From an optimization exercise on the open Yosys and OpenROAD flow, aimed at small area, a short achievable clock period and few clock cycles per item; shortcuts taken in it are not production practice. Function was checked by simulation only, so behaviour that the tests miss may differ from the original. Power and IR drop assume default switching activity.

==> flow/design.v, too long to show whole: its modules and the start of the top module <==
// module lda_wb_regs: 170 lines
// module class_accum: 757 lines
// module scatter_calc: 286 lines
// module lda_top: 82 lines
module lda_top (
  input  logic                         clk,
  input  logic                         arst_n,
  input  logic                         wb_cyc,
  input  logic                         wb_stb,
  input  logic                         wb_we,
  input  logic [lda_pkg::WB_ADR_W-1:0] wb_adr,
  input  logic [31:0]                  wb_dat_w,
  input  logic [3:0]                   wb_sel,     
  output logic [31:0]                  wb_dat_r,
  output logic                         wb_ack
);
  // ...
==> flow/run.sh <==
#!/bin/bash
# synth_recipe.tcl (not shown) runs the flow's synth.tcl, then flattens the netlist and writes it again
# the make line also repeats each setting of config.mk as NAME=value (left out here)
make -C /OpenROAD-flow-scripts/flow DESIGN_CONFIG=/design/flow/config.mk WORK_HOME=/design/flow/orfs CLKGATE_MAP_FILE= SYNTH_SCRIPT=/design/flow/synth_recipe.tcl finish
==> flow/config.mk <==
export PLATFORM = sky130hd
export DESIGN_NAME = lda_top
export DESIGN_NICKNAME = lda_top
export VERILOG_FILES = /design/flow/design.v
export SDC_FILE = /design/flow/constraint.sdc
export NUM_CORES = 4
export LEC_CHECK = 0
export CAP_MARGIN = 20
export CORE_MARGIN = 2
export CORE_UTILIZATION = 65
export CTS_CLUSTER_DIAMETER = 50
export CTS_CLUSTER_SIZE = 30
export SETUP_SLACK_MARGIN = 2.5
export SLEW_MARGIN = 20
==> flow/constraint.sdc <==
create_clock -name core_clock -period 6.5 [get_ports {clk}]
set_input_delay 1.3000 -clock core_clock [delete_from_list [all_inputs] [get_ports {clk}]]
set_output_delay 1.3000 -clock core_clock [all_outputs]
set_load 0.01 [all_outputs]
==> impl_metrics.json, run 1 <==
{
  "status": "no timing/DRC/antenna violations",
  "finalHoldViolations": 0,
  "cts_max_level": 3,
  "design_area_um2": 53200,
  "synth_top_family_by_area": "compound AO/OA/AOI/OAI gates",
  "critical_path.top_delay_family": "compound AO/OA/AOI/OAI gates",
  "crit_path_end_kind": "output port",
  "largest_register": "lda_wb_regs_inst.g_ring.ring",
  "synth_nets": 3878,
  "clock_sinks": 1383,
  "finalWeightedCongestion": 0.985,
  "largest_class": "flip-flops and latches",
  "die_area_um2": 71300,
  "reg_top3": "lda_wb_regs_inst.g_ring.ring: 1024 flops, class_accum_inst.a_n: 32 flops, lda_wb_regs_inst.g_ring.tag: 32 flops",
  "synth_seq_cells": 1383,
  "synthXorXnorAreaFrac_pct": 2.53,
  "avgRoutedWirePerCell_um": 24.0,
  "synthSimpleGateAreaFrac_pct": 5.66,
  "grt_max_degree": 85,
  "critPathMaxStageDelay_ns": 0.41,
  "whs_path_depth": 0,
  "ctsResizeCount": 417,
  "p_comb_share_pct": 22.9,
  "worstPathArrival_ns": 2.91,
  "top_power_group": "sequential cells",
  "slew_headroom_pct": 33.0,
  "core-area_um2": 68600,
  "place_hpwl_mm": 70.2,
  "final_util_pct": 77.6,
  "instances_no_fill": 4769,
  "synth_fa_ha_area_share_pct": 9.62,
  "ys.flop_type": "dfxtp_1",
  "rows": 96,
  "combinationalPower_w": 0.00472,
  "r2r-start": "scatter_calc_inst.b_two[0]",
  "peakVddDrop_v": 0.000317,
  "clkLatencyLatePin_ns": 0.69
}
Testbench counts, summed over its fixed seeds: cycles 3,840, items 80.
==> module lda_wb_regs, before the edit <==
module lda_wb_regs (
  input  logic        clk,
  input  logic        arst_n,
  input  logic        wb_cyc,
  input  logic        wb_stb,
  input  logic        wb_we,
  input  logic [5:0]  wb_adr,
  input  logic [31:0] wb_dat_w,
  output logic [31:0] wb_dat_r,
  output logic        wb_ack,
  output logic        st_v,
  output logic [4:0]  st_x,
  output logic [31:0] st_row,
  output logic        start,
  output logic        go,           
  input  logic        calc_done,    
  input  logic        stall_xx,     
  input  logic        stall_xy,
  input  logic        stall_yy,
  input  logic [lda_pkg::COUNT_W-1:0]     nb_r,
  input  logic signed [lda_pkg::UV_W-1:0] u_r,
  input  logic signed [lda_pkg::UV_W-1:0] v_r,
  input  logic [lda_pkg::SQ_W-1:0]        pxx_r,
  input  logic signed [lda_pkg::XY_W-1:0] pxy_r,
  input  logic [lda_pkg::SQ_W-1:0]        pyy_r
);
  logic [31:0] head [4];          
  logic [3:0]  thead;             
  logic [2:0]  ph;                
  logic        clr;               
  logic        busy;
  logic        done;
  logic        req;
  logic        aligned;
  logic        row_wr;
  logic [3:0]  bank_dec;
  logic [3:0]  bank_sel;
  logic [3:0]  bank_wr;
  logic [3:0]  bank_keep;
  logic [31:0] rd_row;
  logic [31:0] rd_reg;
  logic        res_wait;
  logic        epoch;             
  logic [5:0]  first_cnt;         
  logic        twice;             
  logic        wr_first;
  logic        fast;
  logic        scan;
  logic [4:0]  scan_cnt;
  logic        scan_end;
  logic [3:0]  scan_sel;
  logic [31:0] scan_row;
  assign req      = wb_cyc & wb_stb;
  assign aligned  = (wb_adr[2:0] == ph);
  assign row_wr   = req & wb_we & ~wb_adr[5] & aligned;
  assign start    = req & wb_we & (wb_adr == 6'd32) & wb_dat_w[0] & ~busy;
  assign res_wait = ~wb_adr[4] & (((wb_adr[3:0] == 4'd5) | (wb_adr[3:0] == 4'd6)) & stall_xx
                                 | ((wb_adr[3:0] == 4'd7) | (wb_adr[3:0] == 4'd8)) & stall_xy
                                 | ((wb_adr[3:0] == 4'd9) | (wb_adr[3:0] == 4'd10)) & stall_yy);
  assign wb_ack   = req & (wb_adr[5] ? ~res_wait : aligned);
  always_comb
  begin
    for (int b = 0; b < 4; b++)
    begin
      bank_dec[b]  = (wb_adr[4:3] == b[1:0]);
      bank_sel[b]  = bank_dec[b] & ~clr;
      bank_wr[b]   = row_wr & bank_dec[b];
      bank_keep[b] = ~bank_wr[b] & ~clr;
      scan_sel[b]  = (scan_cnt[4:3] == b[1:0]) & ~clr;
    end
  end
  assign rd_row = ({32{bank_sel[0]}} & head[0]) | ({32{bank_sel[1]}} & head[1])
                | ({32{bank_sel[2]}} & head[2]) | ({32{bank_sel[3]}} & head[3]);
  assign scan_row = ({32{scan_sel[0]}} & head[0]) | ({32{scan_sel[1]}} & head[1])
                  | ({32{scan_sel[2]}} & head[2]) | ({32{scan_sel[3]}} & head[3]);
  assign st_v   = row_wr | scan;
  assign st_x   = scan ? {scan_cnt[4:3], ph} : wb_adr[4:0];
  assign st_row = scan ? scan_row : wb_dat_w;
  for (genvar b = 0; b < 4; b++)
  begin : g_ring
    logic [255:0] ring;           
    logic [7:0]   tag;
    assign head[b]  = ring[31:0];
    assign thead[b] = tag[0];
    always_ff @(posedge clk)
    begin
      ring <= {({32{bank_wr[b]}} & wb_dat_w) | ({32{bank_keep[b]}} & ring[31:0]),
               ring[255:32]};
      tag  <= {bank_wr[b] ? epoch : (clr ? ~epoch : tag[0]), tag[7:1]};
    end
  end
  assign wr_first = clr | (((bank_dec[0] & thead[0]) | (bank_dec[1] & thead[1])
                          | (bank_dec[2] & thead[2]) | (bank_dec[3] & thead[3])) != epoch);
  assign fast     = (first_cnt == 6'd32) & ~twice;
  always_ff @(posedge clk or negedge arst_n)
  begin
    if (!arst_n)
    begin
      ph        <= 3'd7;              
      clr       <= 1'b1;
      busy      <= 1'b0;
      done      <= 1'b0;
      epoch     <= 1'b0;
      first_cnt <= '0;
      twice     <= 1'b0;
      scan      <= 1'b0;
      scan_cnt  <= '0;
      scan_end  <= 1'b0;
    end
    else
    begin
      ph <= ph + 3'd1;
      if (ph == 3'd6)
        clr <= 1'b0;
      if (start)
      begin
        busy      <= 1'b1;
        done      <= 1'b0;
        epoch     <= ~epoch;
        first_cnt <= '0;
        twice     <= 1'b0;
        scan      <= ~fast;
      end
      else
      begin
        if (calc_done)
        begin
          busy <= 1'b0;
          done <= 1'b1;
        end
        if (row_wr)
        begin
          if (wr_first)
            first_cnt <= first_cnt + 6'd1;
          else
            twice <= 1'b1;
        end
        if (scan)
        begin
          scan_cnt <= scan_cnt + 5'd1;
          if (scan_cnt == 5'd31)
            scan <= 1'b0;
        end
      end
      scan_end <= scan & (scan_cnt == 5'd31);
    end
  end
  assign go = (start & fast) | scan_end;
  always_comb
  begin
    rd_reg = '0;
    if (!wb_adr[4])
      case (wb_adr[3:0])
        4'd1:  rd_reg = {30'd0, done, busy};
        4'd2:  rd_reg = {21'd0, nb_r};
        4'd3:  rd_reg = {{8{u_r[14]}}, u_r, 9'd0};
        4'd4:  rd_reg = {{8{v_r[14]}}, v_r, 9'd0};
        4'd5:  rd_reg = {pxx_r[13:0], 18'd0};
        4'd6:  rd_reg = {19'd0, pxx_r[26:14]};
        4'd7:  rd_reg = {pxy_r[13:0], 18'd0};
        4'd8:  rd_reg = {{18{pxy_r[27]}}, pxy_r[27:14]};
        4'd9:  rd_reg = {pyy_r[13:0], 18'd0};
        4'd10: rd_reg = {19'd0, pyy_r[26:14]};
        default: rd_reg = '0;
      endcase
    if (!done && wb_adr[3:0] != 4'd1)
      rd_reg = '0;
  end
  assign wb_dat_r = wb_adr[5] ? rd_reg : rd_row;
endmodule
==> module lda_top, before the edit <==
module lda_top (
  input  logic                         clk,
  input  logic                         arst_n,
  input  logic                         wb_cyc,
  input  logic                         wb_stb,
  input  logic                         wb_we,
  input  logic [lda_pkg::WB_ADR_W-1:0] wb_adr,
  input  logic [31:0]                  wb_dat_w,
  input  logic [3:0]                   wb_sel,     
  output logic [31:0]                  wb_dat_r,
  output logic                         wb_ack
);
  logic        st_v;
  logic [4:0]  st_x;
  logic [31:0] st_row;
  logic        start;
  logic        go;
  logic        clr_acc;
  logic        calc_done;
  logic        stall_xx, stall_xy, stall_yy;
  logic [lda_pkg::COUNT_W-1:0]     nb, nb_r;
  logic signed [lda_pkg::UV_W-1:0] u, v, u_r, v_r;
  logic [lda_pkg::SQ_W-1:0]        pxx_r, pyy_r;
  logic signed [lda_pkg::XY_W-1:0] pxy_r;
  lda_wb_regs lda_wb_regs_inst (
    .clk       (clk),
    .arst_n    (arst_n),
    .wb_cyc    (wb_cyc),
    .wb_stb    (wb_stb),
    .wb_we     (wb_we),
    .wb_adr    (wb_adr),
    .wb_dat_w  (wb_dat_w),
    .wb_dat_r  (wb_dat_r),
    .wb_ack    (wb_ack),
    .st_v      (st_v),
    .st_x      (st_x),
    .st_row    (st_row),
    .start     (start),
    .go        (go),
    .calc_done (calc_done),
    .stall_xx  (stall_xx),
    .stall_xy  (stall_xy),
    .stall_yy  (stall_yy),
    .nb_r      (nb_r),
    .u_r       (u_r),
    .v_r       (v_r),
    .pxx_r     (pxx_r),
    .pxy_r     (pxy_r),
    .pyy_r     (pyy_r)
  );
  class_accum class_accum_inst (
    .clk     (clk),
    .arst_n  (arst_n),
    .row_v   (st_v),
    .row_x   (st_x),
    .row     (st_row),
    .clr_acc (clr_acc),
    .nb      (nb),
    .u       (u),
    .v       (v)
  );
  scatter_calc scatter_calc_inst (
    .clk       (clk),
    .arst_n    (arst_n),
    .start     (start),
    .go        (go),
    .clr_acc   (clr_acc),
    .nb        (nb),
    .u         (u),
    .v         (v),
    .calc_done (calc_done),
    .stall_xx  (stall_xx),
    .stall_xy  (stall_xy),
    .stall_yy  (stall_yy),
    .nb_r      (nb_r),
    .u_r       (u_r),
    .v_r       (v_r),
    .pxx_r     (pxx_r),
    .pxy_r     (pxy_r),
    .pyy_r     (pyy_r)
  );
endmodule
==> inputs of run 2 (changes only) <==
--- a/flow/design.v
+++ b/flow/design.v
@@ -20,16 +20,17 @@
   input  logic [31:0] wb_dat_w,
   output logic [31:0] wb_dat_r,
   output logic        wb_ack,
   output logic        st_v,
   output logic [4:0]  st_x,
   output logic [31:0] st_row,
   output logic        start,
   output logic        go,           
+  output logic        init,         
   input  logic        calc_done,    
   input  logic        stall_xx,     
   input  logic        stall_xy,
   input  logic        stall_yy,
   input  logic [lda_pkg::COUNT_W-1:0]     nb_r,
   input  logic signed [lda_pkg::UV_W-1:0] u_r,
   input  logic signed [lda_pkg::UV_W-1:0] v_r,
   input  logic [lda_pkg::SQ_W-1:0]        pxx_r,
@@ -55,44 +56,42 @@
   logic        epoch;             
   logic [5:0]  first_cnt;         
   logic        twice;             
   logic        wr_first;
   logic        fast;
   logic        scan;
   logic [4:0]  scan_cnt;
   logic        scan_end;
-  logic [3:0]  scan_sel;
-  logic [31:0] scan_row;
+  logic [3:0]  scan_sel;          
   assign req      = wb_cyc & wb_stb;
   assign aligned  = (wb_adr[2:0] == ph);
   assign row_wr   = req & wb_we & ~wb_adr[5] & aligned;
   assign start    = req & wb_we & (wb_adr == 6'd32) & wb_dat_w[0] & ~busy;
   assign res_wait = ~wb_adr[4] & (((wb_adr[3:0] == 4'd5) | (wb_adr[3:0] == 4'd6)) & stall_xx
                                  | ((wb_adr[3:0] == 4'd7) | (wb_adr[3:0] == 4'd8)) & stall_xy
                                  | ((wb_adr[3:0] == 4'd9) | (wb_adr[3:0] == 4'd10)) & stall_yy);
   assign wb_ack   = req & (wb_adr[5] ? ~res_wait : aligned);
   always_comb
   begin
     for (int b = 0; b < 4; b++)
     begin
       bank_dec[b]  = (wb_adr[4:3] == b[1:0]);
       bank_sel[b]  = bank_dec[b] & ~clr;
       bank_wr[b]   = row_wr & bank_dec[b];
       bank_keep[b] = ~bank_wr[b] & ~clr;
-      scan_sel[b]  = (scan_cnt[4:3] == b[1:0]) & ~clr;
     end
   end
   assign rd_row = ({32{bank_sel[0]}} & head[0]) | ({32{bank_sel[1]}} & head[1])
                 | ({32{bank_sel[2]}} & head[2]) | ({32{bank_sel[3]}} & head[3]);
-  assign scan_row = ({32{scan_sel[0]}} & head[0]) | ({32{scan_sel[1]}} & head[1])
-                  | ({32{scan_sel[2]}} & head[2]) | ({32{scan_sel[3]}} & head[3]);
   assign st_v   = row_wr | scan;
   assign st_x   = scan ? {scan_cnt[4:3], ph} : wb_adr[4:0];
-  assign st_row = scan ? scan_row : wb_dat_w;
+  assign st_row = ({32{~scan}} & wb_dat_w)
+                | ({32{scan_sel[0] & ~clr}} & head[0]) | ({32{scan_sel[1] & ~clr}} & head[1])
+                | ({32{scan_sel[2] & ~clr}} & head[2]) | ({32{scan_sel[3] & ~clr}} & head[3]);
   for (genvar b = 0; b < 4; b++)
   begin : g_ring
     logic [255:0] ring;           
     logic [7:0]   tag;
     assign head[b]  = ring[31:0];
     assign thead[b] = tag[0];
     always_ff @(posedge clk)
     begin
@@ -112,31 +111,33 @@
       clr       <= 1'b1;
       busy      <= 1'b0;
       done      <= 1'b0;
       epoch     <= 1'b0;
       first_cnt <= '0;
       twice     <= 1'b0;
       scan      <= 1'b0;
       scan_cnt  <= '0;
+      scan_sel  <= '0;
       scan_end  <= 1'b0;
     end
     else
     begin
       ph <= ph + 3'd1;
       if (ph == 3'd6)
         clr <= 1'b0;
       if (start)
       begin
         busy      <= 1'b1;
         done      <= 1'b0;
         epoch     <= ~epoch;
         first_cnt <= '0;
         twice     <= 1'b0;
         scan      <= ~fast;
+        scan_sel  <= {3'd0, ~fast};
       end
       else
       begin
         if (calc_done)
         begin
           busy <= 1'b0;
           done <= 1'b1;
         end
@@ -145,23 +146,26 @@
           if (wr_first)
             first_cnt <= first_cnt + 6'd1;
           else
             twice <= 1'b1;
         end
         if (scan)
         begin
           scan_cnt <= scan_cnt + 5'd1;
+          if (scan_cnt[2:0] == 3'd7)
+            scan_sel <= {scan_sel[2:0], 1'b0};
           if (scan_cnt == 5'd31)
             scan <= 1'b0;
         end
       end
       scan_end <= scan & (scan_cnt == 5'd31);
     end
   end
+  assign init = clr & (ph == 3'd7);
   assign go = (start & fast) | scan_end;
   always_comb
   begin
     rd_reg = '0;
     if (!wb_adr[4])
       case (wb_adr[3:0])
         4'd1:  rd_reg = {30'd0, done, busy};
         4'd2:  rd_reg = {21'd0, nb_r};
@@ -183,16 +187,17 @@
 `timescale 1ns/1ps
 module class_accum (
   input  logic                               clk,
   input  logic                               arst_n,
   input  logic                               row_v,
   input  logic [lda_pkg::COORD_W-1:0]        row_x,
   input  logic [lda_pkg::IMG_DIM-1:0]        row,
   input  logic                               clr_acc,
+  input  logic                               init,      
   output logic [lda_pkg::COUNT_W-1:0]        nb,
   output logic signed [lda_pkg::UV_W-1:0]    u,
   output logic signed [lda_pkg::UV_W-1:0]    v
 );
   logic        a_v, b_v, c_v;
   logic [4:0]  a_x, b_x;
   logic [31:0] a_n;
   logic [5:0]  c_q;
@@ -656,17 +661,17 @@
       a_v <= row_v;
       b_v <= a_v;
       c_v <= b_v;
     end
   end
   always_ff @(posedge clk)
   begin
     a_x <= row_x;
-    a_n <= row;
+    a_n <= ~row;
     b_x <= a_x;
     b_pc_0_0 <= w23;
     b_pc_0_1 <= w29;
     b_pc_0_2 <= w31;
     b_pc_0_3 <= w39;
     b_pc_1_0 <= w32;
     b_pc_1_1 <= w41;
     b_pc_1_2 <= w43;
@@ -697,239 +702,221 @@
     c_two[0] <= ((b_x[0] & ~1'b1 & ~1'b0) | (~b_x[0] & 1'b1 & 1'b0));
     c_neg[0] <= b_x[0];
     c_one[1] <= (b_x[1] ^ b_x[0]);
     c_two[1] <= ((b_x[2] & ~b_x[1] & ~b_x[0]) | (~b_x[2] & b_x[1] & b_x[0]));
     c_neg[1] <= b_x[2];
     c_one[2] <= (b_x[3] ^ b_x[2]);
     c_two[2] <= ((~b_x[4] & ~b_x[3] & ~b_x[2]) | (~~b_x[4] & b_x[3] & b_x[2]));
     c_neg[2] <= ~b_x[4];
-    c_q  <= 6'd32 - (6'({1'b0, w62, w61, w59, w57, w49}) + 6'({1'b0, 1'b0, w60, w58, w56, w55}));
+    c_q  <= 6'({1'b0, w62, w61, w59, w57, w49}) + 6'({1'b0, 1'b0, w60, w58, w56, w55});
     c_sy <= 9'({1'b0, b_sy_7_0, b_sy_6_0, b_sy_5_0, b_sy_4_0, b_sy_3_0, b_sy_2_0, b_sy_1_0, b_sy_0_0}) + 9'({1'b0, b_sy_7_1, b_sy_6_1, b_sy_5_1, b_sy_4_1, b_sy_3_1, b_sy_2_1, b_sy_1_1, b_sy_0_1});
   end
   assign nb_next = {nb[10], nb[9], nb[8], nb[7], nb[6], nb[5], nb[4], nb[3], nb[2], nb[1], nb[0]} + {1'b0, 1'b0, 1'b0, 1'b0, 1'b0, c_q[5], c_q[4], c_q[3], c_q[2], c_q[1], c_q[0]};
   logic d1;
   logic d2;
-  assign d1 = v[1] ^ ~c_sy[0];
-  assign d2 = v[1] & ~c_sy[0];
+  assign d1 = v[5] ^ c_sy[4];
+  assign d2 = v[5] & c_sy[4];
   logic d3;
   logic d4;
-  assign d3 = v[2] ^ ~c_sy[1];
-  assign d4 = v[2] & ~c_sy[1];
+  assign d3 = ~c_q[0] ^ c_q[5];
+  assign d4 = ~c_q[0] & c_q[5];
   logic d5;
   logic d6;
-  assign d5 = v[3] ^ ~c_sy[2];
-  assign d6 = v[3] & ~c_sy[2];
+  assign d5 = v[6] ^ c_sy[5] ^ ~c_q[1];
+  assign d6 = (v[6] & c_sy[5]) | (v[6] & ~c_q[1]) | (c_sy[5] & ~c_q[1]);
   logic d7;
   logic d8;
-  assign d7 = v[4] ^ ~c_sy[3];
-  assign d8 = v[4] & ~c_sy[3];
+  assign d7 = v[7] ^ c_sy[6];
+  assign d8 = v[7] & c_sy[6];
   logic d9;
   logic d10;
-  assign d9 = v[5] ^ ~c_sy[4] ^ ~c_q[0];
-  assign d10 = (v[5] & ~c_sy[4]) | (v[5] & ~c_q[0]) | (~c_sy[4] & ~c_q[0]);
+  assign d9 = v[8] ^ c_sy[7];
+  assign d10 = v[8] & c_sy[7];
   logic d11;
   logic d12;
-  assign d11 = v[6] ^ ~c_sy[5];
-  assign d12 = v[6] & ~c_sy[5];
+  assign d11 = v[9] ^ c_sy[8];
+  assign d12 = v[9] & c_sy[8];
   logic d13;
   logic d14;
-  assign d13 = v[7] ^ ~c_sy[6];
-  assign d14 = v[7] & ~c_sy[6];
+  assign d13 = v[1] ^ c_sy[0];
+  assign d14 = v[1] & c_sy[0];
   logic d15;
   logic d16;
-  assign d15 = v[8] ^ ~c_sy[7];
-  assign d16 = v[8] & ~c_sy[7];
+  assign d15 = v[2] ^ c_sy[1] ^ c_q[2];
+  assign d16 = (v[2] & c_sy[1]) | (v[2] & c_q[2]) | (c_sy[1] & c_q[2]);
   logic d17;
   logic d18;
-  assign d17 = v[9] ^ ~c_sy[8];
-  assign d18 = v[9] & ~c_sy[8];
+  assign d17 = v[3] ^ c_sy[2] ^ c_q[3];
+  assign d18 = (v[3] & c_sy[2]) | (v[3] & c_q[3]) | (c_sy[2] & c_q[3]);
   logic d19;
   logic d20;
-  assign d19 = c_q[1] ^ 1'b1;
-  assign d20 = c_q[1] & 1'b1;
+  assign d19 = v[4] ^ c_sy[3] ^ c_q[4];
+  assign d20 = (v[4] & c_sy[3]) | (v[4] & c_q[4]) | (c_sy[3] & c_q[4]);
   logic d21;
   logic d22;
-  assign d21 = c_q[2] ^ d3 ^ d2;
-  assign d22 = (c_q[2] & d3) | (c_q[2] & d2) | (d3 & d2);
+  assign d21 = 1'b1 ^ d1 ^ d3;
+  assign d22 = (1'b1 & d1) | (1'b1 & d3) | (d1 & d3);
   logic d23;
   logic d24;
-  assign d23 = c_q[3] ^ d5 ^ d4;
-  assign d24 = (c_q[3] & d5) | (c_q[3] & d4) | (d5 & d4);
+  assign d23 = d2 ^ d5 ^ d4;
+  assign d24 = (d2 & d5) | (d2 & d4) | (d5 & d4);
   logic d25;
   logic d26;
-  assign d25 = c_q[4] ^ d7 ^ d6;
-  assign d26 = (c_q[4] & d7) | (c_q[4] & d6) | (d7 & d6);
+  assign d25 = ~c_q[2] ^ d7 ^ d6;
+  assign d26 = (~c_q[2] & d7) | (~c_q[2] & d6) | (d7 & d6);
   logic d27;
   logic d28;
-  assign d27 = c_q[5] ^ d9 ^ d8;
-  assign d28 = (c_q[5] & d9) | (c_q[5] & d8) | (d9 & d8);
+  assign d27 = ~c_q[3] ^ d9 ^ d8;
+  assign d28 = (~c_q[3] & d9) | (~c_q[3] & d8) | (d9 & d8);
   logic d29;
   logic d30;
-  assign d29 = ~c_q[1] ^ d11 ^ d10;
-  assign d30 = (~c_q[1] & d11) | (~c_q[1] & d10) | (d11 & d10);
+  assign d29 = ~c_q[4] ^ d11 ^ d10;
+  assign d30 = (~c_q[4] & d11) | (~c_q[4] & d10) | (d11 & d10);
   logic d31;
   logic d32;
-  assign d31 = ~c_q[2] ^ d13 ^ d12;
-  assign d32 = (~c_q[2] & d13) | (~c_q[2] & d12) | (d13 & d12);
+  assign d31 = v[10] ^ ~c_q[5] ^ d12;
+  assign d32 = (v[10] & ~c_q[5]) | (v[10] & d12) | (~c_q[5] & d12);
   logic d33;
   logic d34;
-  assign d33 = ~c_q[3] ^ d15 ^ d14;
-  assign d34 = (~c_q[3] & d15) | (~c_q[3] & d14) | (d15 & d14);
+  assign d33 = v[11] ^ 1'b1;
+  assign d34 = v[11] & 1'b1;
   logic d35;
   logic d36;
-  assign d35 = ~c_q[4] ^ d17 ^ d16;
-  assign d36 = (~c_q[4] & d17) | (~c_q[4] & d16) | (d17 & d16);
+  assign d35 = v[12] ^ 1'b1;
+  assign d36 = v[12] & 1'b1;
   logic d37;
   logic d38;
-  assign d37 = v[10] ^ ~c_q[5] ^ d18;
-  assign d38 = (v[10] & ~c_q[5]) | (v[10] & d18) | (~c_q[5] & d18);
+  assign d37 = v[13] ^ 1'b1;
+  assign d38 = v[13] & 1'b1;
   logic d39;
   logic d40;
-  assign d39 = v[11] ^ 1'b1;
-  assign d40 = v[11] & 1'b1;
+  assign d39 = v[14] ^ 1'b1;
+  assign d40 = v[14] & 1'b1;
+  assign v_next = {d39, d37, d35, d33, d31, d29, d27, d25, d23, d21, d19, d17, d15, c_q[1], v[0]} + {d38, d36, d34, d32, d30, d28, d26, d24, d22, d20, d18, d16, d14, d13, c_q[0]};
   logic d41;
   logic d42;
-  assign d41 = v[12] ^ 1'b1;
-  assign d42 = v[12] & 1'b1;
+  assign d41 = u[4] ^ (((c_one[0] & c_q[4]) | (c_two[0] & c_q[3])) ^ c_neg[0]);
+  assign d42 = u[4] & (((c_one[0] & c_q[4]) | (c_two[0] & c_q[3])) ^ c_neg[0]);
   logic d43;
   logic d44;
-  assign d43 = v[13] ^ 1'b1;
-  assign d44 = v[13] & 1'b1;
+  assign d43 = u[5] ^ (((c_one[0] & c_q[5]) | (c_two[0] & c_q[4])) ^ c_neg[0]);
+  assign d44 = u[5] & (((c_one[0] & c_q[5]) | (c_two[0] & c_q[4])) ^ c_neg[0]);
   logic d45;
   logic d46;
-  assign d45 = v[14] ^ 1'b1;
-  assign d46 = v[14] & 1'b1;
-  assign v_next = {d45, d43, d41, d39, d37, d35, d33, d31, d29, d27, d25, d23, d21, d1, v[0]} + {d44, d42, d40, d38, d36, d34, d32, d30, d28, d26, d24, d22, d20, d19, c_q[0]};
+  assign d45 = u[6] ^ (((c_one[0] & 1'b0) | (c_two[0] & c_q[5])) ^ c_neg[0]);
+  assign d46 = u[6] & (((c_one[0] & 1'b0) | (c_two[0] & c_q[5])) ^ c_neg[0]);
   logic d47;
   logic d48;
-  assign d47 = u[4] ^ (((c_one[0] & c_q[4]) | (c_two[0] & c_q[3])) ^ c_neg[0]);
-  assign d48 = u[4] & (((c_one[0] & c_q[4]) | (c_two[0] & c_q[3])) ^ c_neg[0]);
+  assign d47 = u[7] ^ ~(((c_one[0] & 1'b0) | (c_two[0] & 1'b0)) ^ c_neg[0]) ^ (((c_one[1] & c_q[5]) | (c_two[1] & c_q[4])) ^ c_neg[1]);
+  assign d48 = (u[7] & ~(((c_one[0] & 1'b0) | (c_two[0] & 1'b0)) ^ c_neg[0])) | (u[7] & (((c_one[1] & c_q[5]) | (c_two[1] & c_q[4])) ^ c_neg[1])) | (~(((c_one[0] & 1'b0) | (c_two[0] & 1'b0)) ^ c_neg[0]) & (((c_one[1] & c_q[5]) | (c_two[1] & c_q[4])) ^ c_neg[1]));
   logic d49;
   logic d50;
-  assign d49 = u[5] ^ (((c_one[0] & c_q[5]) | (c_two[0] & c_q[4])) ^ c_neg[0]);
-  assign d50 = u[5] & (((c_one[0] & c_q[5]) | (c_two[0] & c_q[4])) ^ c_neg[0]);
+  assign d49 = u[8] ^ (((c_one[1] & 1'b0) | (c_two[1] & c_q[5])) ^ c_neg[1]);
+  assign d50 = u[8] & (((c_one[1] & 1'b0) | (c_two[1] & c_q[5])) ^ c_neg[1]);
   logic d51;
   logic d52;
-  assign d51 = u[6] ^ (((c_one[0] & 1'b0) | (c_two[0] & c_q[5])) ^ c_neg[0]);
-  assign d52 = u[6] & (((c_one[0] & 1'b0) | (c_two[0] & c_q[5])) ^ c_neg[0]);
+  assign d51 = u[2] ^ (((c_one[0] & c_q[2]) | (c_two[0] & c_q[1])) ^ c_neg[0]);
+  assign d52 = u[2] & (((c_one[0] & c_q[2]) | (c_two[0] & c_q[1])) ^ c_neg[0]);
   logic d53;
   logic d54;
-  assign d53 = u[7] ^ ~(((c_one[0] & 1'b0) | (c_two[0] & 1'b0)) ^ c_neg[0]) ^ (((c_one[1] & c_q[5]) | (c_two[1] & c_q[4])) ^ c_neg[1]);
-  assign d54 = (u[7] & ~(((c_one[0] & 1'b0) | (c_two[0] & 1'b0)) ^ c_neg[0])) | (u[7] & (((c_one[1] & c_q[5]) | (c_two[1] & c_q[4])) ^ c_neg[1])) | (~(((c_one[0] & 1'b0) | (c_two[0] & 1'b0)) ^ c_neg[0]) & (((c_one[1] & c_q[5]) | (c_two[1] & c_q[4])) ^ c_neg[1]));
+  assign d53 = u[3] ^ (((c_one[0] & c_q[3]) | (c_two[0] & c_q[2])) ^ c_neg[0]);
+  assign d54 = u[3] & (((c_one[0] & c_q[3]) | (c_two[0] & c_q[2])) ^ c_neg[0]);
   logic d55;
   logic d56;
-  assign d55 = u[8] ^ (((c_one[1] & 1'b0) | (c_two[1] & c_q[5])) ^ c_neg[1]);
-  assign d56 = u[8] & (((c_one[1] & 1'b0) | (c_two[1] & c_q[5])) ^ c_neg[1]);
+  assign d55 = (((c_one[1] & c_q[2]) | (c_two[1] & c_q[1])) ^ c_neg[1]) ^ ((c_one[2] & c_q[0]) ^ c_neg[2]) ^ c_neg[2];
+  assign d56 = ((((c_one[1] & c_q[2]) | (c_two[1] & c_q[1])) ^ c_neg[1]) & ((c_one[2] & c_q[0]) ^ c_neg[2])) | ((((c_one[1] & c_q[2]) | (c_two[1] & c_q[1])) ^ c_neg[1]) & c_neg[2]) | (((c_one[2] & c_q[0]) ^ c_neg[2]) & c_neg[2]);
   logic d57;
   logic d58;
-  assign d57 = u[2] ^ (((c_one[0] & c_q[2]) | (c_two[0] & c_q[1])) ^ c_neg[0]);
-  assign d58 = u[2] & (((c_one[0] & c_q[2]) | (c_two[0] & c_q[1])) ^ c_neg[0]);
+  assign d57 = (((c_one[1] & c_q[3]) | (c_two[1] & c_q[2])) ^ c_neg[1]) ^ (((c_one[2] & c_q[1]) | (c_two[2] & c_q[0])) ^ c_neg[2]) ^ d43;
+  assign d58 = ((((c_one[1] & c_q[3]) | (c_two[1] & c_q[2])) ^ c_neg[1]) & (((c_one[2] & c_q[1]) | (c_two[2] & c_q[0])) ^ c_neg[2])) | ((((c_one[1] & c_q[3]) | (c_two[1] & c_q[2])) ^ c_neg[1]) & d43) | ((((c_one[2] & c_q[1]) | (c_two[2] & c_q[0])) ^ c_neg[2]) & d43);
   logic d59;
   logic d60;
-  assign d59 = u[3] ^ (((c_one[0] & c_q[3]) | (c_two[0] & c_q[2])) ^ c_neg[0]);
-  assign d60 = u[3] & (((c_one[0] & c_q[3]) | (c_two[0] & c_q[2])) ^ c_neg[0]);
+  assign d59 = (((c_one[1] & c_q[4]) | (c_two[1] & c_q[3])) ^ c_neg[1]) ^ (((c_one[2] & c_q[2]) | (c_two[2] & c_q[1])) ^ c_neg[2]) ^ d45;
+  assign d60 = ((((c_one[1] & c_q[4]) | (c_two[1] & c_q[3])) ^ c_neg[1]) & (((c_one[2] & c_q[2]) | (c_two[2] & c_q[1])) ^ c_neg[2])) | ((((c_one[1] & c_q[4]) | (c_two[1] & c_q[3])) ^ c_neg[1]) & d45) | ((((c_one[2] & c_q[2]) | (c_two[2] & c_q[1])) ^ c_neg[2]) & d45);
   logic d61;
   logic d62;
-  assign d61 = (((c_one[1] & c_q[2]) | (c_two[1] & c_q[1])) ^ c_neg[1]) ^ ((c_one[2] & c_q[0]) ^ c_neg[2]) ^ c_neg[2];
-  assign d62 = ((((c_one[1] & c_q[2]) | (c_two[1] & c_q[1])) ^ c_neg[1]) & ((c_one[2] & c_q[0]) ^ c_neg[2])) | ((((c_one[1] & c_q[2]) | (c_two[1] & c_q[1])) ^ c_neg[1]) & c_neg[2]) | (((c_one[2] & c_q[0]) ^ c_neg[2]) & c_neg[2]);
+  assign d61 = (((c_one[2] & c_q[3]) | (c_two[2] & c_q[2])) ^ c_neg[2]) ^ 1'b1 ^ d47;
+  assign d62 = ((((c_one[2] & c_q[3]) | (c_two[2] & c_q[2])) ^ c_neg[2]) & 1'b1) | ((((c_one[2] & c_q[3]) | (c_two[2] & c_q[2])) ^ c_neg[2]) & d47) | (1'b1 & d47);
   logic d63;
   logic d64;
-  assign d63 = (((c_one[1] & c_q[3]) | (c_two[1] & c_q[2])) ^ c_neg[1]) ^ (((c_one[2] & c_q[1]) | (c_two[2] & c_q[0])) ^ c_neg[2]) ^ d49;
-  assign d64 = ((((c_one[1] & c_q[3]) | (c_two[1] & c_q[2])) ^ c_neg[1]) & (((c_one[2] & c_q[1]) | (c_two[2] & c_q[0])) ^ c_neg[2])) | ((((c_one[1] & c_q[3]) | (c_two[1] & c_q[2])) ^ c_neg[1]) & d49) | ((((c_one[2] & c_q[1]) | (c_two[2] & c_q[0])) ^ c_neg[2]) & d49);
+  assign d63 = (((c_one[2] & c_q[4]) | (c_two[2] & c_q[3])) ^ c_neg[2]) ^ 1'b1 ^ d49;
+  assign d64 = ((((c_one[2] & c_q[4]) | (c_two[2] & c_q[3])) ^ c_neg[2]) & 1'b1) | ((((c_one[2] & c_q[4]) | (c_two[2] & c_q[3])) ^ c_neg[2]) & d49) | (1'b1 & d49);
   logic d65;
   logic d66;
-  assign d65 = (((c_one[1] & c_q[4]) | (c_two[1] & c_q[3])) ^ c_neg[1]) ^ (((c_one[2] & c_q[2]) | (c_two[2] & c_q[1])) ^ c_neg[2]) ^ d51;
-  assign d66 = ((((c_one[1] & c_q[4]) | (c_two[1] & c_q[3])) ^ c_neg[1]) & (((c_one[2] & c_q[2]) | (c_two[2] & c_q[1])) ^ c_neg[2])) | ((((c_one[1] & c_q[4]) | (c_two[1] & c_q[3])) ^ c_neg[1]) & d51) | ((((c_one[2] & c_q[2]) | (c_two[2] & c_q[1])) ^ c_neg[2]) & d51);
+  assign d65 = u[9] ^ ~(((c_one[1] & 1'b0) | (c_two[1] & 1'b0)) ^ c_neg[1]) ^ (((c_one[2] & c_q[5]) | (c_two[2] & c_q[4])) ^ c_neg[2]);
+  assign d66 = (u[9] & ~(((c_one[1] & 1'b0) | (c_two[1] & 1'b0)) ^ c_neg[1])) | (u[9] & (((c_one[2] & c_q[5]) | (c_two[2] & c_q[4])) ^ c_neg[2])) | (~(((c_one[1] & 1'b0) | (c_two[1] & 1'b0)) ^ c_neg[1]) & (((c_one[2] & c_q[5]) | (c_two[2] & c_q[4])) ^ c_neg[2]));
   logic d67;
   logic d68;
-  assign d67 = (((c_one[2] & c_q[3]) | (c_two[2] & c_q[2])) ^ c_neg[2]) ^ 1'b1 ^ d53;
-  assign d68 = ((((c_one[2] & c_q[3]) | (c_two[2] & c_q[2])) ^ c_neg[2]) & 1'b1) | ((((c_one[2] & c_q[3]) | (c_two[2] & c_q[2])) ^ c_neg[2]) & d53) | (1'b1 & d53);
+  assign d67 = u[10] ^ (((c_one[2] & 1'b0) | (c_two[2] & c_q[5])) ^ c_neg[2]);
+  assign d68 = u[10] & (((c_one[2] & 1'b0) | (c_two[2] & c_q[5])) ^ c_neg[2]);
   logic d69;
   logic d70;
-  assign d69 = (((c_one[2] & c_q[4]) | (c_two[2] & c_q[3])) ^ c_neg[2]) ^ 1'b1 ^ d55;
-  assign d70 = ((((c_one[2] & c_q[4]) | (c_two[2] & c_q[3])) ^ c_neg[2]) & 1'b1) | ((((c_one[2] & c_q[4]) | (c_two[2] & c_q[3])) ^ c_neg[2]) & d55) | (1'b1 & d55);
+  assign d69 = u[0] ^ ((c_one[0] & c_q[0]) ^ c_neg[0]);
+  assign d70 = u[0] & ((c_one[0] & c_q[0]) ^ c_neg[0]);
   logic d71;
   logic d72;
-  assign d71 = u[9] ^ ~(((c_one[1] & 1'b0) | (c_two[1] & 1'b0)) ^ c_neg[1]) ^ (((c_one[2] & c_q[5]) | (c_two[2] & c_q[4])) ^ c_neg[2]);
-  assign d72 = (u[9] & ~(((c_one[1] & 1'b0) | (c_two[1] & 1'b0)) ^ c_neg[1])) | (u[9] & (((c_one[2] & c_q[5]) | (c_two[2] & c_q[4])) ^ c_neg[2])) | (~(((c_one[1] & 1'b0) | (c_two[1] & 1'b0)) ^ c_neg[1]) & (((c_one[2] & c_q[5]) | (c_two[2] & c_q[4])) ^ c_neg[2]));
+  assign d71 = u[1] ^ (((c_one[0] & c_q[1]) | (c_two[0] & c_q[0])) ^ c_neg[0]);
+  assign d72 = u[1] & (((c_one[0] & c_q[1]) | (c_two[0] & c_q[0])) ^ c_neg[0]);
   logic d73;
   logic d74;
-  assign d73 = u[10] ^ (((c_one[2] & 1'b0) | (c_two[2] & c_q[5])) ^ c_neg[2]);
-  assign d74 = u[10] & (((c_one[2] & 1'b0) | (c_two[2] & c_q[5])) ^ c_neg[2]);
+  assign d73 = ((c_one[1] & c_q[0]) ^ c_neg[1]) ^ c_neg[1] ^ d51;
+  assign d74 = (((c_one[1] & c_q[0]) ^ c_neg[1]) & c_neg[1]) | (((c_one[1] & c_q[0]) ^ c_neg[1]) & d51) | (c_neg[1] & d51);
   logic d75;
   logic d76;
-  assign d75 = u[0] ^ ((c_one[0] & c_q[0]) ^ c_neg[0]);
-  assign d76 = u[0] & ((c_one[0] & c_q[0]) ^ c_neg[0]);
+  assign d75 = (((c_one[1] & c_q[1]) | (c_two[1] & c_q[0])) ^ c_neg[1]) ^ d53 ^ d52;
+  assign d76 = ((((c_one[1] & c_q[1]) | (c_two[1] & c_q[0])) ^ c_neg[1]) & d53) | ((((c_one[1] & c_q[1]) | (c_two[1] & c_q[0])) ^ c_neg[1]) & d52) | (d53 & d52);
   logic d77;
   logic d78;
-  assign d77 = u[1] ^ (((c_one[0] & c_q[1]) | (c_two[0] & c_q[0])) ^ c_neg[0]);
-  assign d78 = u[1] & (((c_one[0] & c_q[1]) | (c_two[0] & c_q[0])) ^ c_neg[0]);
+  assign d77 = d41 ^ d55 ^ d54;
+  assign d78 = (d41 & d55) | (d41 & d54) | (d55 & d54);
   logic d79;
   logic d80;
-  assign d79 = ((c_one[1] & c_q[0]) ^ c_neg[1]) ^ c_neg[1] ^ d57;
-  assign d80 = (((c_one[1] & c_q[0]) ^ c_neg[1]) & c_neg[1]) | (((c_one[1] & c_q[0]) ^ c_neg[1]) & d57) | (c_neg[1] & d57);
+  assign d79 = d42 ^ d57 ^ d56;
+  assign d80 = (d42 & d57) | (d42 & d56) | (d57 & d56);
   logic d81;
   logic d82;
-  assign d81 = (((c_one[1] & c_q[1]) | (c_two[1] & c_q[0])) ^ c_neg[1]) ^ d59 ^ d58;
-  assign d82 = ((((c_one[1] & c_q[1]) | (c_two[1] & c_q[0])) ^ c_neg[1]) & d59) | ((((c_one[1] & c_q[1]) | (c_two[1] & c_q[0])) ^ c_neg[1]) & d58) | (d59 & d58);
+  assign d81 = d44 ^ d59 ^ d58;
+  assign d82 = (d44 & d59) | (d44 & d58) | (d59 & d58);
   logic d83;
   logic d84;
-  assign d83 = d47 ^ d61 ^ d60;
-  assign d84 = (d47 & d61) | (d47 & d60) | (d61 & d60);
+  assign d83 = d46 ^ d61 ^ d60;
+  assign d84 = (d46 & d61) | (d46 & d60) | (d61 & d60);
   logic d85;
   logic d86;
   assign d85 = d48 ^ d63 ^ d62;
   assign d86 = (d48 & d63) | (d48 & d62) | (d63 & d62);
   logic d87;
   logic d88;
   assign d87 = d50 ^ d65 ^ d64;
   assign d88 = (d50 & d65) | (d50 & d64) | (d65 & d64);
   logic d89;
   logic d90;
-  assign d89 = d52 ^ d67 ^ d66;
-  assign d90 = (d52 & d67) | (d52 & d66) | (d67 & d66);
+  assign d89 = 1'b1 ^ d67 ^ d66;
+  assign d90 = (1'b1 & d67) | (1'b1 & d66) | (d67 & d66);
   logic d91;
   logic d92;
-  assign d91 = d54 ^ d69 ^ d68;
-  assign d92 = (d54 & d69) | (d54 & d68) | (d69 & d68);
+  assign d91 = u[11] ^ ~(((c_one[2] & 1'b0) | (c_two[2] & 1'b0)) ^ c_neg[2]) ^ d68;
+  assign d92 = (u[11] & ~(((c_one[2] & 1'b0) | (c_two[2] & 1'b0)) ^ c_neg[2])) | (u[11] & d68) | (~(((c_one[2] & 1'b0) | (c_two[2] & 1'b0)) ^ c_neg[2]) & d68);
   logic d93;
   logic d94;
-  assign d93 = d56 ^ d71 ^ d70;
-  assign d94 = (d56 & d71) | (d56 & d70) | (d71 & d70);
+  assign d93 = u[12] ^ 1'b1;
+  assign d94 = u[12] & 1'b1;
   logic d95;
   logic d96;
-  assign d95 = 1'b1 ^ d73 ^ d72;
-  assign d96 = (1'b1 & d73) | (1'b1 & d72) | (d73 & d72);
+  assign d95 = u[13] ^ 1'b1;
+  assign d96 = u[13] & 1'b1;
   logic d97;
   logic d98;
-  assign d97 = u[11] ^ ~(((c_one[2] & 1'b0) | (c_two[2] & 1'b0)) ^ c_neg[2]) ^ d74;
-  assign d98 = (u[11] & ~(((c_one[2] & 1'b0) | (c_two[2] & 1'b0)) ^ c_neg[2])) | (u[11] & d74) | (~(((c_one[2] & 1'b0) | (c_two[2] & 1'b0)) ^ c_neg[2]) & d74);
-  logic d99;
-  logic d100;
-  assign d99 = u[12] ^ 1'b1;
-  assign d100 = u[12] & 1'b1;
-  logic d101;
-  logic d102;
-  assign d101 = u[13] ^ 1'b1;
-  assign d102 = u[13] & 1'b1;
-  logic d103;
-  logic d104;
-  assign d103 = u[14] ^ 1'b1;
-  assign d104 = u[14] & 1'b1;
-  assign u_next = {d103, d101, d99, d97, d95, d93, d91, d89, d87, d85, d83, d81, d79, d77, c_neg[0]} + {d102, d100, d98, d96, d94, d92, d90, d88, d86, d84, d82, d80, d78, d76, d75};
-  always_ff @(posedge clk or negedge arst_n)
+  assign d97 = u[14] ^ 1'b1;
+  assign d98 = u[14] & 1'b1;
+  assign u_next = {d97, d95, d93, d91, d89, d87, d85, d83, d81, d79, d77, d75, d73, d71, c_neg[0]} + {d96, d94, d92, d90, d88, d86, d84, d82, d80, d78, d76, d74, d72, d70, d69};
+  always_ff @(posedge clk)
   begin
-    if (!arst_n)
-    begin
-      nb <= '0;
-      u  <= '0;
-      v  <= '0;
-    end
-    else if (clr_acc)
+    if (clr_acc | init)
     begin
       nb <= '0;
       u  <= '0;
       v  <= '0;
     end
     else if (c_v)
     begin
       nb <= nb_next;
@@ -1238,16 +1225,17 @@
   output logic [31:0]                  wb_dat_r,
   output logic                         wb_ack
 );
   logic        st_v;
   logic [4:0]  st_x;
   logic [31:0] st_row;
   logic        start;
   logic        go;
+  logic        init;
   logic        clr_acc;
   logic        calc_done;
   logic        stall_xx, stall_xy, stall_yy;
   logic [lda_pkg::COUNT_W-1:0]     nb, nb_r;
   logic signed [lda_pkg::UV_W-1:0] u, v, u_r, v_r;
   logic [lda_pkg::SQ_W-1:0]        pxx_r, pyy_r;
   logic signed [lda_pkg::XY_W-1:0] pxy_r;
   lda_wb_regs lda_wb_regs_inst (
@@ -1260,16 +1248,17 @@
     .wb_dat_w  (wb_dat_w),
     .wb_dat_r  (wb_dat_r),
     .wb_ack    (wb_ack),
     .st_v      (st_v),
     .st_x      (st_x),
     .st_row    (st_row),
     .start     (start),
     .go        (go),
+    .init      (init),
     .calc_done (calc_done),
     .stall_xx  (stall_xx),
     .stall_xy  (stall_xy),
     .stall_yy  (stall_yy),
     .nb_r      (nb_r),
     .u_r       (u_r),
     .v_r       (v_r),
     .pxx_r     (pxx_r),
@@ -1278,16 +1267,17 @@
   );
   class_accum class_accum_inst (
     .clk     (clk),
     .arst_n  (arst_n),
     .row_v   (st_v),
     .row_x   (st_x),
     .row     (st_row),
     .clr_acc (clr_acc),
+    .init    (init),
     .nb      (nb),
     .u       (u),
     .v       (v)
   );
   scatter_calc scatter_calc_inst (
     .clk       (clk),
     .arst_n    (arst_n),
     .start     (start),
==> flow/config.mk (replaced) <==
export PLATFORM = sky130hd
export DESIGN_NAME = lda_top
export DESIGN_NICKNAME = lda_top
export VERILOG_FILES = /design/flow/design.v
export SDC_FILE = /design/flow/constraint.sdc
export NUM_CORES = 4
export LEC_CHECK = 0
export ABC_AREA = 1
export CAP_MARGIN = 20
export CORE_MARGIN = 2
export CORE_UTILIZATION = 65
export CTS_CLUSTER_DIAMETER = 50
export CTS_CLUSTER_SIZE = 30
export SETUP_SLACK_MARGIN = 2.0
export SLEW_MARGIN = 20
==> run 2 against run 1 <==
Still clean. Worst setup slack worse by 0.31 ns. Hold slack lost 0.0074 ns. Final cell count is 13% higher. Critical path type unchanged. Critical endpoint is now wb_dat_r[13]. Largest power group unchanged. Highest routed layer is now met4.
==> impl_metrics.json, run 2 <==
{
  "status": "no timing/DRC/antenna violations",
  "gr-usage-all-layers_pct": 31.1,
  "fin_ws_ns": 1.98,
  "synth_edf_count": 108,
  "grt_setup_unrepaired": "true",
  "die_x_um": 268,
  "path_clk_slew_ns": 0.10,
  "synth_compound_gate_area_share_pct": 7.48,
  "synth_top_cell_by_area": "dfxtp_1",
  "drive_gt1_share_pct": 7.99,
  "synthXorXnorAreaFrac_pct": 2.29,
  "worstPathArrival_ns": 3.22,
  "cts_max_level": 3,
  "synth_most_common_cell": "dfxtp_1",
  "slew_viol_final": 0,
  "initialDrtViolationCount": 2867,
  "antenna_left": 0,
  "cp_max_fo": 19,
  "fin_crit_sh_pct": 69.6,
  "finalWeightedCongestion": 0.988,
  "fmax_mhz": 221,
  "cts_tree": "built",
  "grt_max_degree": 56,
  "async_reset_ff_share_pct": 3.32,
  "muxShareOfSynthArea_pct": 0.0248,
  "clock_sinks": 1387,
  "overflow": 0,
  "synthTopCellsByArea": "dfxtp_1 54%, edfxtp_1 7.1%, fa_1 6.0%",
  "core-area_um2": 68800,
  "yosys.area.top_type_share_pct": 54.4,
  "slew_headroom_pct": 24.4,
  "setup_tns_ns": 0,
  "largest_register": "lda_wb_regs_inst.g_ring.ring",
  "mostFrequentLayoutCells": "1,233 x dfxtp_1, 685 x nand2_1, 650 x inv_1",
  "synth_nets": 4534,
  "vias_per_cell": 5.43,
  "required_ns": 5.20,
  "endpoint": "wb_dat_r[13]",
  "worst_slew_pin_slew_ns": 1.13,
  "ys.flop_type": "dfxtp_1",
  "r2r-start": "scatter_calc_inst.b_neg[0]",
  "io_pins": 80,
  "syn_to_final_growth_pct": 13.4,
  "synth_seq_cells": 1387,
  "cpMaxStageDelayCell": "clkdlybuf4s50_1",
  "cts_buffers": 96,
  "synthCells": 4227,
  "fin_skew_ns": 0.0819,
  "ys_types": 48,
  "cp-startpoint": "wb_adr[3]",
  "mostFrequentLayoutCell": "dfxtp_1",
  "root_buffer": "clkbuf_16",
  "leakage_nw": 24.5,
  "port_buffers": 75,
  "peakVddDrop_v": 0.000390,
  "grt_pass1_vias": 28400,
  "drc": 0,
  "detailroute.via_count": 29200,
  "crit_path_end_kind": "output port",
  "initial_utilization_pct": 66.0,
  "min_path_type": "reg2reg",
  "holdWs_ns": 0.297,
  "finalHoldViolations": 0,
  "place_hpwl_mm": 73.6,
  "die_area_um2": 72000,
  "synth_top_family_by_area": "simple AND/OR/NAND/NOR gates",
  "worst_r2r_endpoint": "scatter_calc_inst.pxx_r[13]",
  "clockBufferDepth": 3,
  "chipHeight_um": 268,
  "rows": 96,
  "hold_buffers": 0,
  "clkLatencyLatePin_ns": 0.71,
  "startpoint_type": "input pin",
  "synth.avg_cell_area_um2": 10.7,
  "critical_path.top_delay_family": "buffers and inverters",
  "path_cells": "buf_2 > buf_6 > nand2_2 > nor2_2 > nand2_1 > buf_12 > o211ai_1 > nand2_2 > nand2_1 > clkdlybuf4s50_1",
  "largest_reg_flops": 1024,
  "synth_top_cells_by_count": "1,233 x dfxtp_1, 707 x nand2_1, 657 x inv_1",
  "critPathMaxStageDelay_ns": 0.53,
  "max-cap-violations": 0,
  "grt_pass1_wl_mm": 165,
  "post-route-min-period_ns": 4.52,
  "ys_seq_area_share_pct": 64.0,
  "reg2reg_depth": 13,
  "synthSimpleGateAreaFrac_pct": 10.2,
  "firstDrtPassIters": 6,
  "power.density_nw_per_um2": 365,
  "grt_antenna_before_repair": 1,
  "nNetsFinal": 4670,
  "pre_cts_slack_ns": 0.941,
  "crit_buf_inv": 4,
  "regToRegSetupSlack_ns": 2.16,
  "avgRoutedWirePerCell_um": 20.6,
  "reg_top3": "lda_wb_regs_inst.g_ring.ring: 1024 flops, class_accum_inst.a_n: 32 flops, lda_wb_regs_inst.g_ring.tag: 32 flops",
  "syn_area_um2": 45400,
  "synth_fa_ha_area_share_pct": 9.39,
  "drt_wl_total_mm": 111,
  "ys_warn_count": 4,
  "crit_type": "in2out",
  "worstSetupPathDepth": 10,
  "setup_viol": 0
}
run 2: changes by cell type after synthesis, sizes merged, moves of 37 or more:
cell,delta
inv,+327
nor2,+78
a221oi,-52
xnor2,-77
xor2,+66
dfxtp,+41
a22oi,-68
o21ai,-84
dfrtp,-37
nand3,+48
a222oi,-38
o22ai,+259
nand2,+513
clkbuf,-47
run 2: worst min-delay path by stage:
stage | slack, ns | cells after the start | from | to
6_report | 0.30 | 0 | lda_wb_regs_inst.g_ring[2].ring[75] | lda_wb_regs_inst.g_ring[2].ring[43]
5_1_grt | 0.30 | 0 | lda_wb_regs_inst.g_ring[2].ring[75] | lda_wb_regs_inst.g_ring[2].ring[43]
4_1_cts | 0.30 | 0 | lda_wb_regs_inst.g_ring[3].ring[200] | lda_wb_regs_inst.g_ring[3].ring[168]
3_5_place_dp | 0.31 | 0 | lda_wb_regs_inst.g_ring[0].ring[122] | lda_wb_regs_inst.g_ring[0].ring[90]
3_3_place_gp | 0.31 | 0 | lda_wb_regs_inst.g_ring[1].ring[155] | lda_wb_regs_inst.g_ring[1].ring[123]
2_1_floorplan | 0.31 | 0 | class_accum_inst.a_x[0] | class_accum_inst.b_x[0]
run 2: metrics by stage:
step	util [%]	instance area [um^2]	cells	power, W
final	74.8	51500	5377	0.0188
after detailed placement	68.7	47300	5172	0.0121
after global routing	74.8	51500	5377	0.0197
after floorplan	-	45400	4227	0.0114
after global placement	68.7	47300	5172	0.0120
after CTS	74.8	51500	5374	0.0189
run 2: report_power, final:
group / total (W) / switching (W) / internal [W]
combinational: 0.00292 / 0.00180 / 0.00112
clock: 0.00680 / 0.00359 / 0.00321
sequential: 0.00909 / 0.000168 / 0.00892
run 2: kinds of logic (layout without fill, tap and decap cells):
family          Yosys count  in the layout
xor+xnor                119            119
simple gates           1124           1124
flops                  1387           1387
other cells               0              1
fa+ha+maj               260            260
mux                       1              1
buf+inv                 772            990
compound gates          564            564
run 2: repair_timing:
action	CTS	global route
endpoints found under the setup margin	33	19
resized for setup	128	28
pin swaps	13	7
setup buffers	18	2
cloned	4	0
run 2: metal layers:
| layer | vias up | GRT usage, % | share of wire, % |
|---|---|---|---|
| met1 | 13900 | 42.2 | 43 |
| li1 | 13800 | - | - |
| met3 | 325 | 4.76 | 6.8 |
| met4 | 0 | 13.9 | 4.9 |
| met2 | 1169 | 49.7 | 45 |
| met5 | - | 0 | 0 |
run 2: layout make-up:
| type | instances | area, um^2 |
|---|---|---|
| Clock buffer | 100 | 2460 |
| Timing Repair inverter | 1 | 7.51 |
| Timing Repair Buffer | 148 | 1410 |
| Inverter | 661 | 2490 |
| Tap cell | 931 | 1160 |
| Fill cell | 4639 | 17300 |
| Clock inverter | 80 | 1330 |
| Multi-Input combinational cell | 2068 | 13600 |
| Sequential cell | 1387 | 29100 |
| Antenna cell | 1 | 2.50 |
Testbench counts of run 2, summed over its fixed seeds: cycles 3,840, items 80.
==> inputs of run 3 (changes only) <==
--- a/flow/config.mk
+++ b/flow/config.mk
@@ -13,3 +13,3 @@
 export CTS_CLUSTER_SIZE = 30
-export SETUP_SLACK_MARGIN = 2.0
+export SETUP_SLACK_MARGIN = 2.5
 export SLEW_MARGIN = 20
==> run 3 against run 2 <==
Non-clock buffer count up 42. Clock skew is 0.0032 ns higher. Final cell count grew 0.86%. Count of clock-buffer cells in the layout stayed put. Largest power group unchanged. Register-to-register slack gained 0.46 ns. Highest routed layer unchanged. Die area unchanged. Utilization up 1.8 points.
==> impl_metrics.json, run 3 <==
{
  "port_buffers": 75,
  "fin_ws_ns": 2.37,
  "largest_reg_flops": 1024,
  "clkLatencyLatePin_ns": 0.72,
  "synth_top_cells_by_count": "1,233 x dfxtp_1, 707 x nand2_1, 657 x inv_1",
  "overflow": 0,
  "ys.flop_type": "dfxtp_1",
  "antenna_left": 0,
  "grt_pass1_wl_mm": 168,
  "n_fill_cell": 4414,
  "finalWeightedCongestion": 0.988,
  "ys_warn_count": 4,
  "synth_seq_cells": 1387,
  "p_comb_share_pct": 15.9,
  "synth_top_cell_by_area": "dfxtp_1",
  "drc": 0,
  "initial_utilization_pct": 66.0,
  "peakVddDrop_v": 0.000389,
  "async_reset_ff_share_pct": 3.32,
  "worstPathArrival_ns": 2.83,
  "core-area_um2": 68800,
  "clockBufferDepth": 3,
  "io_pins": 80,
  "rows": 96,
  "synth.avg_cell_area_um2": 10.7,
  "place_hpwl_mm": 73.6,
  "grt_setup_unrepaired": "true",
  "min_path_type": "reg2reg",
  "synth_edf_count": 108,
  "antennaDiodeCount": 0,
  "crit_path_end_kind": "output port",
  "detailroute.via_count": 29700,
  "required_ns": 5.20,
  "grt_max_degree": 56,
  "cp_max_fo": 8,
  "finalHoldViolations": 0,
  "clock_sinks": 1387,
  "path_clk_slew_ns": 0.10,
  "mostFrequentLayoutCells": "1,220 x dfxtp_1, 643 x nand2_1, 640 x inv_1",
  "cts_max_level": 3,
  "ys_types": 48,
  "avgRoutedWirePerCell_um": 21.1,
  "initialDrtViolationCount": 3039,
  "leakage_nw": 24.9,
  "gr-usage-all-layers_pct": 31.7,
  "reg_top3": "lda_wb_regs_inst.g_ring.ring: 1024 flops, class_accum_inst.a_n: 32 flops, lda_wb_regs_inst.g_ring.tag: 32 flops",
  "swShare_pct": 29.6,
  "firstDrtPassIters": 6,
  "vias_per_cell": 5.47,
  "seqPwrFrac_pct": 48.1,
  "startpoint_type": "input pin",
  "drive_gt1_share_pct": 11.9,
  "pwr-share-clk_pct": 36.0,
  "fmax_mhz": 242,
  "syn_to_final_growth_pct": 16.2,
  "worst_slew_pin_slew_ns": 1.13,
  "chipHeight_um": 268,
  "intPower_w": 0.0133,
  "slew_viol_final": 0,
  "setup_tns_ns": 0,
  "yosys.area.top_type_share_pct": 54.4,
  "crit_type": "in2out",
  "synth_most_common_cell": "dfxtp_1",
  "power.density_nw_per_um2": 358,
  "mostFrequentLayoutCell": "dfxtp_1",
  "pre_cts_slack_ns": 0.941,
  "status": "no timing/DRC/antenna violations",
  "root_buffer": "clkbuf_16",
  "ys_seq_area_share_pct": 64.0,
  "synthTopCellsByArea": "dfxtp_1 54%, edfxtp_1 7.1%, fa_1 6.0%",
  "largest_register": "lda_wb_regs_inst.g_ring.ring",
  "slew_headroom_pct": 24.7,
  "fin_skew_ns": 0.0851,
  "post-route-min-period_ns": 4.13,
  "cts_buffers": 96,
  "cts_tree": "built",
  "p_sw_w": 0.00560,
  "die_x_um": 268,
  "max-cap-violations": 0,
  "synth_nets": 4534,
  "drt_wl_total_mm": 114,
  "setup_viol": 0,
  "grt_antenna_before_repair": 0,
  "synthCells": 4227,
  "syn_area_um2": 45400,
  "nNetsFinal": 4717,
  "die_area_um2": 72000,
  "fin_crit_sh_pct": 63.5,
  "grt_pass1_vias": 28700
}
## run 3: cell type report
| cell class | instances | area, um^2 | share of cell area (%) |
|---|---|---|---|
| timing repair inverter | 6 | 45.0 | 0.0854 |
| multi-input combinational | 2068 | 14100 | 26.7 |
| sequential | 1387 | 29100 | 55.2 |
| clock inverter | 80 | 1330 | 2.52 |
| inverter | 661 | 2530 | 4.79 |
| clock buffer | 100 | 2460 | 4.66 |
| timing repair buffer | 190 | 2030 | 3.84 |
| tap | 931 | 1160 | 2.21 |
## run 3: final timing paths
check	startpoint	endpoint	slack, ns	cells after the start
setup / recovery	wb_adr[3]	wb_dat_r[17]	2.37	10
hold / removal	lda_wb_regs_inst.g_ring[2].ring[75]	lda_wb_regs_inst.g_ring[2].ring[43]	0.30	0
setup reg to reg	scatter_calc_inst.b_one[1]	scatter_calc_inst.pxx_r[20]	2.62	17
hold reg to reg	lda_wb_regs_inst.g_ring[2].ring[75]	lda_wb_regs_inst.g_ring[2].ring[43]	0.30	0
max in group asynchronous	arst_n	scatter_calc_inst.j[2]	5.38	1
min in group asynchronous	arst_n	scatter_calc_inst.j[6]	0.63	1
## run 3: power by group through the flow
| stage | Clock, W | Sequential, W | Combinational (W) |
|---|---|---|---|
| final | 0.00681 | 0.00909 | 0.00301 |
| after global routing | 0.00722 | 0.00912 | 0.00342 |
| after CTS | 0.00689 | 0.00909 | 0.00295 |
| after detailed placement | 0 | 0.00928 | 0.00284 |
| after global placement | 0 | 0.00927 | 0.00278 |
| after floorplan | 0 | 0.00922 | 0.00217 |
## run 3: through the flow
step / std cells / power (W) / cell area, um^2 / utilization, % / hold WS, ns
4_1_cts: 5394 / 0.0189 / 52100 / 75.7 / 0.298
2_1_floorplan: 4227 / 0.0114 / 45400 / - / 0.310
6_report: 5423 / 0.0189 / 52800 / 76.7 / 0.296
3_5_place_dp: 5172 / 0.0121 / 47300 / 68.7 / 0.312
5_1_grt: 5423 / 0.0198 / 52800 / 76.7 / 0.296
3_3_place_gp: 5172 / 0.0120 / 47300 / 68.7 / 0.309
## run 3: what timing repair did
action | in CTS | in global routing
setup buffers | 32 | 25
cloned | 10 | 4
setup endpoints to repair | 168 | 77
gates resized for setup | 381 | 107
hold buffers | 0 | 0
pin swaps | 41 | 29
## run 3: logic make-up (layout without fill, tap and decap cells)
group                      Yosys count  in the layout  synth area share [%]
muxes                                1              1                0.0248
DFF                               1387           1387                  64.0
buffers and inverters              772           1037                  6.58
xor gates and xnor gates           119            119                  2.29
AOI/OAI and AO/OA                  564            564                  7.48
and+or+nand+nor                   1124           1124                  10.2
adders and majority gates          260            260                  9.39
## run 3: per-layer routing
layer,share of wire [%],track usage (%),vias to the layer above
met5,0,0,-
met4,5.3,14.6,0
met3,7.4,5.60,350
met2,45,50.8,1291
met1,42,42.4,14100
li1,-,-,13900
## run 3: critical path, cell delays in order
cell	delay [ns]
buf_12	0.11
nor2_4	0.21
nand3_4	0.13
a211oi_4	0.23
buf_6	0.16
buf_6	0.10
buf_12	0.15
nand2_4	0.10
nand2_4	0.09
clkdlybuf4s15_2	0.22
==> inputs of run 4 (changes only) <==
--- a/flow/config.mk
+++ b/flow/config.mk
@@ -13,3 +13,3 @@
 export CTS_CLUSTER_SIZE = 30
-export SETUP_SLACK_MARGIN = 2.5
+export SETUP_SLACK_MARGIN = 3.0
 export SLEW_MARGIN = 20
==> run 4 against run 3 <==
Via count increased by 3.0%. Worst setup slack improved by 0.074 ns. Largest cell class unchanged. Hold slack got worse by 0.0076 ns. Area after synthesis unchanged. Critical endpoint is now wb_dat_r[18].
==> impl_metrics.json, run 4 <==
{
  "cts_max_level": 3,
  "initial_utilization_pct": 66.0,
  "core-area_um2": 68800,
  "setup_tns_ns": 0,
  "whs_path_depth": 0,
  "crit_path_end_kind": "output port",
  "post-route-min-period_ns": 4.05,
  "io_pins": 80,
  "cts_buffers": 94,
  "grt_setup_unrepaired": "true",
  "drive_gt1_share_pct": 19.2,
  "peakVddDrop_v": 0.000323,
  "yosys.area.top_type_share_pct": 54.4,
  "clockBufferDepth": 3,
  "root_buffer": "clkbuf_16",
  "drt_wl_total_mm": 122,
  "max-cap-violations": 0,
  "startpoint_type": "input pin",
  "reg2reg_depth": 14,
  "cp_max_fo": 6,
  "overflow": 0,
  "status": "no timing/DRC/antenna violations",
  "drc": 0,
  "chipHeight_um": 268,
  "grt_max_degree": 56,
  "die_x_um": 268,
  "worst_r2r_endpoint": "scatter_calc_inst.pxx_r[18]",
  "finalWeightedCongestion": 0.958,
  "synth_most_common_cell": "dfxtp_1",
  "crit_type": "in2out",
  "required_ns": 5.20,
  "slew_headroom_pct": 23.5,
  "firstDrtPassIters": 8,
  "synthTopCellsByArea": "dfxtp_1 54%, edfxtp_1 7.1%, fa_1 6.0%",
  "grt_pass1_vias": 29100,
  "grt_pass1_wl_mm": 173,
  "clkLatencyLatePin_ns": 0.70,
  "port_buffers": 75,
  "detailroute.via_count": 30600,
  "setup_viol": 0,
  "synthCells": 4227,
  "hold_end": "lda_wb_regs_inst.g_ring[2].ring[26]",
  "placed_cell_area_um2": 47200,
  "synth_nets": 4534,
  "synth_seq_cells": 1387,
  "worst_slew_pin_slew_ns": 1.15,
  "mostFrequentLayoutCells": "1,192 x dfxtp_1, 595 x inv_1, 567 x nand2_1",
  "min_path_type": "reg2reg",
  "finalHoldViolations": 0,
  "initialDrtViolationCount": 3078,
  "power.density_nw_per_um2": 342,
  "gr-usage-all-layers_pct": 32.9,
  "async_reset_ff_share_pct": 3.32,
  "ys_seq_area_share_pct": 64.0,
  "synth_top_cell_by_area": "dfxtp_1",
  "reg_top3": "lda_wb_regs_inst.g_ring.ring: 1024 flops, class_accum_inst.a_n: 32 flops, lda_wb_regs_inst.g_ring.tag: 32 flops",
  "ys_types": 48,
  "design_area_um2": 54800,
  "holdWs_ns": 0.288,
  "fin_crit_sh_pct": 62.4,
  "ys_warn_count": 4,
  "mostFrequentLayoutCell": "dfxtp_1",
  "clock_sinks": 1387,
  "synth.avg_cell_area_um2": 10.7,
  "avgRoutedWirePerCell_um": 22.4,
  "fmax_mhz": 247,
  "synth_edf_count": 108,
  "worstPathArrival_ns": 2.75,
  "regToRegSetupSlack_ns": 2.77,
  "die_area_um2": 72000,
  "nNetsFinal": 4763
}
## run 4: cell counts after synthesis
Identical to the previous run, type by type.
## run 4: power by group
part / switching (W) / internal (W)
sequential: 0.000181 / 0.00891
combinational: 0.00189 / 0.00122
clock: 0.00343 / 0.00314
## run 4: per-layer routing
layer  track usage [%]  vias up  wire length, um
li1                  -    14000                -
met1              43.5    14600            49100
met2              50.1     1531            53800
met3              8.02      478            11700
met4              17.7        0             7640
met5                 0        -                0
## run 4: cell type report
class / count / area [um^2] / share of cell area (%)
multi-input cells: 2070 / 15700 / 28.6
well taps: 931 / 1160 / 2.13
repair buffers: 239 / 2620 / 4.77
flip-flops and latches: 1387 / 29200 / 53.3
clock inverters: 73 / 1120 / 2.04
inverters: 661 / 2570 / 4.69
diodes: 3 / 7.51 / 0.0137
clock buffers: 102 / 2440 / 4.46
repair inverters: 3 / 22.5 / 0.0411
## run 4: worst max-delay path, stage by stage
cell	delay, ns
buf_12	0.13
nor2_4	0.20
nand3_4	0.11
a211oi_4	0.21
buf_6	0.17
buf_8	0.14
o21ai_0	0.10
buf_4	0.18
nand2_2	0.10
buf_6	0.11
## run 4: timing repair
item                                   in CTS  in global routing
hold buffers                                0                  0
gates cloned                               14                  2
setup endpoints to repair                 163                135
buffers inserted                           71                 45
pin swaps                                  93                130
gates resized for setup                   557                329
endpoints found under the hold margin       0                  0
## run 4: cell families (layout without fill, tap and decap cells)
group	after synthesis	after routing	synth area share, %
adder cells (fa/ha/maj)	260	260	9.39
flip-flops	1387	1387	64.0
AO/OA/AOI/OAI	564	564	7.48
AND/OR/NAND/NOR	1124	1126	10.2
multiplexers	1	1	0.0248
XOR/XNOR	119	119	2.29
other	0	3	0
buffers and inverters	772	1078	6.58
## run 4: worst max path at each step
| stage | from | end | slack (ns) | cells after the start |
|---|---|---|---|---|
| 6_report | wb_adr[3] | wb_dat_r[18] | 2.45 | 10 |
| 3_5_place_dp | wb_adr[3] | wb_dat_r[19] | 0.80 | 8 |
| 4_1_cts | wb_adr[2] | wb_dat_r[9] | 2.54 | 10 |
| 3_3_place_gp | wb_adr[3] | wb_dat_r[19] | 0.83 | 8 |
| 5_1_grt | wb_adr[3] | wb_dat_r[18] | 2.41 | 10 |
| 2_1_floorplan | class_accum_inst.a_n[23] | class_accum_inst.b_sy_4_0 | 3.00 | 10 |
## run 4: metrics by stage
| stage | cells | setup WS (ns) |
|---|---|---|
| 2_1_floorplan | 4227 | 3.00 |
| 3_5_place_dp | 5159 | 0.804 |
| 5_1_grt | 5466 | 2.41 |
| 6_report | 5469 | 2.45 |
| 3_3_place_gp | 5159 | 0.832 |
| 4_1_cts | 5419 | 2.54 |
